This is an optimization exercise on Yosys and OpenROAD, whose aim is small area, a short achievable clock period and few clock cycles per item, not a production implementation.
RTL that was checked went through simulation tests only; none was proved equivalent to the original.
Power is estimated from default activity; no workload was simulated.

## v36
Design ble_ad_structure_parser, start of the top module:
module ble_ad_structure_parser (
   input  logic             clock,
   input  logic             reset,
   input  logic             req_valid,
   output logic             req_stall,
   input  logic [16:0]      req_data,    
   output logic             rsp_valid,
   input  logic             rsp_stall,
   output logic [78:0]      rsp_data,    
   input  logic             csr_valid,
   output logic             csr_ready,
   input  logic [7:0]       csr_data
);
Size in the first run: ~210 flip-flops, roughly 110 I/O pins.
clock: 5.5 ns
lec_check: 0
cap_margin: 20
core_margin: 2
core_utilization: 40
setup_slack_margin: 2.5
slew_margin: 20
standard.sh (not shown) runs the stock make flow with config.mk's settings and CLKGATE_MAP_FILE= SYNTH_SCRIPT=/design/flow/synth_recipe.tcl, a recipe that flattens the netlist after the stock synthesis.
==> flow/flow/run.sh <==
#!/bin/bash
# Standard layout, with the port buffers inserted before placement made of
# sky130_fd_sc_hd__buf_2 cells instead of the buffer buffer_ports picks by default.
set -euo pipefail
export BUFFER_PORTS_ARGS="-buffer_cell sky130_fd_sc_hd__buf_2"
bash standard.sh > standard_flow.log 2>&1
Every stage of the flow completed for v36, and the final layout passed the timing, design-rule and antenna checks.
Testbench counts of v36, summed over its fixed seeds: cycles 96,595, bytes 91,371.
Here is what was changed in the inputs of v17 compared with v36.
Settings: ABC_AREA now 1, previously not set.
==> flow/run.sh (new file) <==
#!/bin/bash
# synth_recipe.tcl (not shown) runs the flow's synth.tcl, then flattens the netlist and writes it again
# the make line also repeats each setting of config.mk as NAME=value (left out here)
make -C /OpenROAD-flow-scripts/flow DESIGN_CONFIG=/design/flow/config.mk WORK_HOME=/design/flow/orfs CLKGATE_MAP_FILE= SYNTH_SCRIPT=/design/flow/synth_recipe.tcl finish
removed: flow/flow/run.sh
removed: flow/standard.sh
- The final layouts of v36 and v17 pass the timing, design-rule and antenna checks.
- Compared with v36, in v17 final design instance area without fill +6.9%, total power +0.90%, count of flip-flops and latches ~0 delta.
### v17 -> v23
Settings: a deleted ABC_AREA that had been 1.
==> notes.md <==
Against v17 as the reference, v23 delivers a lower wire length on met2. Of the two values seen for worst setup path startpoint, u_back.q_ff[10]$_DFFE_PP_ was produced by v23 and u_back.q_ff[27]$_DFFE_PP_ by v17. v17 has lower share of power burned in the clock network than v23. In the metrics for v23 and v17, the one carrying the higher core box area is v17. Summary of v23 over v17: via count lower; ratio of total power to cell area roughly the same; non-filler instance count after layout lower. v23 was carried through to the last stage, and its layout satisfied the timing, design-rule and antenna checks.
> inputs changed (v23 -> v50)
Settings: SETUP_SLACK_MARGIN: 2.5 -> 3.0.
==> flow/flow/run.sh (new file) <==
#!/bin/bash
# Standard layout, with the port buffers inserted before placement made of
# sky130_fd_sc_hd__buf_2 cells instead of the buffer buffer_ports picks by default.
set -euo pipefail
export BUFFER_PORTS_ARGS="-buffer_cell sky130_fd_sc_hd__buf_2"
bash standard.sh > standard_flow.log 2>&1
==> flow/standard.sh (new file) <==
#!/bin/bash
# synth_recipe.tcl (not shown) runs the flow's synth.tcl, then flattens the netlist and writes it again
# the make line also repeats each setting of config.mk as NAME=value (left out here)
make -C /OpenROAD-flow-scripts/flow DESIGN_CONFIG=/design/flow/config.mk WORK_HOME=/design/flow/orfs CLKGATE_MAP_FILE= SYNTH_SCRIPT=/design/flow/synth_recipe.tcl "${@:-finish}"
removed: flow/run.sh
==> notes.md <==
Against v23 as the reference, v50 delivers a higher smallest hold slack. Compared with v23, v50 shows a lower power per unit of standard cell area. Total met3 wirelength after detailed routing of v50 exceeds that of v23 by a little under 10%. In the reports for v23 and v50, the smaller fraction of cell area in non-clock buffers belongs to v50. Row total non-filler cell area in the finished layout: v50 higher / v23 lower.

Setup of P:
ble_ad_structure_parser, a different RTL version from the one above (not shown whole).
Size in the first run: ~1100 cells after synthesis, ~200 flip-flops, about 110 I/O pins, roughly 11000 sq um of cells after synthesis.
Design ble_ad_structure_parser, start of the top module:
module ble_ad_structure_parser (
   input  logic             clock,
   input  logic             reset,
   input  logic             req_valid,
   output logic             req_stall,
   input  logic [16:0]      req_data,    
   output logic             rsp_valid,
   input  logic             rsp_stall,
   output logic [78:0]      rsp_data,    
   input  logic             csr_valid,
   output logic             csr_ready,
   input  logic [7:0]       csr_data
);
clock: 5.5 ns
lec_check: 0
cap_margin: 20
core_margin: 2
core_utilization: 40
cts_buf_list: sky130_fd_sc_hd__clkbuf_8 sky130_fd_sc_hd__clkbuf_16
cts_cluster_diameter: 80
cts_cluster_size: 20
setup_slack_margin: 2.8
slew_margin: 20
synth_hierarchical: 1
synth_minimum_keep_size: 0
==> flow/flow/run.sh <==
#!/bin/bash
# Standard layout, with the port buffers inserted before placement made of
# sky130_fd_sc_hd__buf_2 cells instead of the buffer buffer_ports picks by
# default, and without the adder-extraction step in synthesis (ABC maps the
# arithmetic as plain gates).
set -euo pipefail
export BUFFER_PORTS_ARGS="-buffer_cell sky130_fd_sc_hd__buf_2"
export ADDER_MAP_FILE=
bash standard.sh > standard_flow.log 2>&1
Here is what was changed in the inputs of Q compared with P.
- a change of CTS_CLUSTER_SIZE from 20 to 25
- an added ABC_AREA of 1
- a change of SETUP_SLACK_MARGIN from 2.8 to 3.0
- a change of CTS_BUF_LIST from sky130_fd_sc_hd__clkbuf_8 sky130_fd_sc_hd__clkbuf_16 to sky130_fd_sc_hd__clkbuf_16
- a change of CTS_CLUSTER_DIAMETER from 80 to 100
Notes after the runs:
Re area of the multi-input gates: Q is 800 sq um down on P. Q against P: relative contribution of combinational cells to total power increased 2.4 points, via count of the routed design picked up an extra 666, wire length now sits higher, smallest setup slack after layout now larger, synthesized cell count rose by about 24%. For P, the slowest library cell on the worst path was maj3_2, unlike Q, where it was buf_6. Compared Q vs P, and fraction of synthesized area in multiplexers is down in Q. Side by side, number of signal-net buffers in the layout turned out lower in Q than in P. Between Q and P, it is Q whose synthesized-area fraction occupied by adder cells is lower, by 1.1 points.
Input changes introduced in R (baseline for comparison: Q):
- SETUP_SLACK_MARGIN now 2.8, was 3.0
- ABC_AREA no longer set, was 1
### Flow results
Delta (R minus Q): sequential power saw a decrease, relative slew slack -5.4 points, share of the clock period used by the worst path after layout increased by 6.9 points relative to the old numbers, proportion of layout cells with a drive suffix above 1 rose 6.3 points.
Compared with Q, in R setup slack now smaller, post-detailed-routing wire length now smaller, die span in y now larger, synthesized cell count now smaller, length of routed wiring on met1 now larger.
Input changes introduced in S (baseline for comparison: R):
- ABC_AREA now 1, previously not set
- SETUP_SLACK_MARGIN now 3.2, was 2.8
### Flow results
S completed end to end with timing, DRC and antenna clean. Compared with R, S shows a required time of the worst setup path that is 1.29 ns lower. Per the comparison of S with R, utilization now larger, power now larger.
No run of this note included a check of the RTL's function; only the layout flow was run.

## separate check: timing with driven ports
The flow's constraints put no driver on any port. The routed layouts listed below were extracted and timed again, unchanged, in two steps.
Step 1 assumes that a clkbuf_16 drives the clock port and a buf_2 every other input.
Step 2, shift: input delay + t, output delay - t, t = (earliest + latest rising clock arrival at the registers) / 2. This alone moves slack from input paths to output paths.
Slacks: no drivers / after step 1 / after step 2; pairs: no drivers / after step 1.
run | t, ns | setup WS [ns] | hold slack, ns | worst register clock-pin slew, ns | cell pins on the clock port's net
v36 | 0.550 | 2.588 / 2.563 / 2.392 | 0.496 / 0.496 / 0.496 | 0.06 / 0.06 | 1
v17 | 0.544 | 2.554 / 2.510 / 2.173 | 0.479 / 0.479 / 0.479 | 0.06 / 0.06 | 1
v23 | 0.560 | 2.602 / 2.557 / 2.120 | 0.489 / 0.489 / 0.489 | 0.06 / 0.06 | 1
v50 | 0.548 | 2.787 / 2.740 / 2.551 | 0.496 / 0.496 / 0.496 | 0.06 / 0.06 | 1
P | 0.475 | 2.592 / 2.585 / 2.110 | 0.497 / 0.497 / 0.497 | 0.08 / 0.08 | 1
Q | 0.474 | 2.971 / 2.925 / 2.546 | 0.469 / 0.469 / 0.469 | 0.08 / 0.08 | 1
R | 0.475 | 2.592 / 2.585 / 2.110 | 0.497 / 0.497 / 0.497 | 0.08 / 0.08 | 1
S | 0.480 | 2.980 / 2.936 / 2.538 | 0.461 / 0.461 / 0.461 | 0.08 / 0.08 | 1
After both steps every run listed still meets setup and hold.
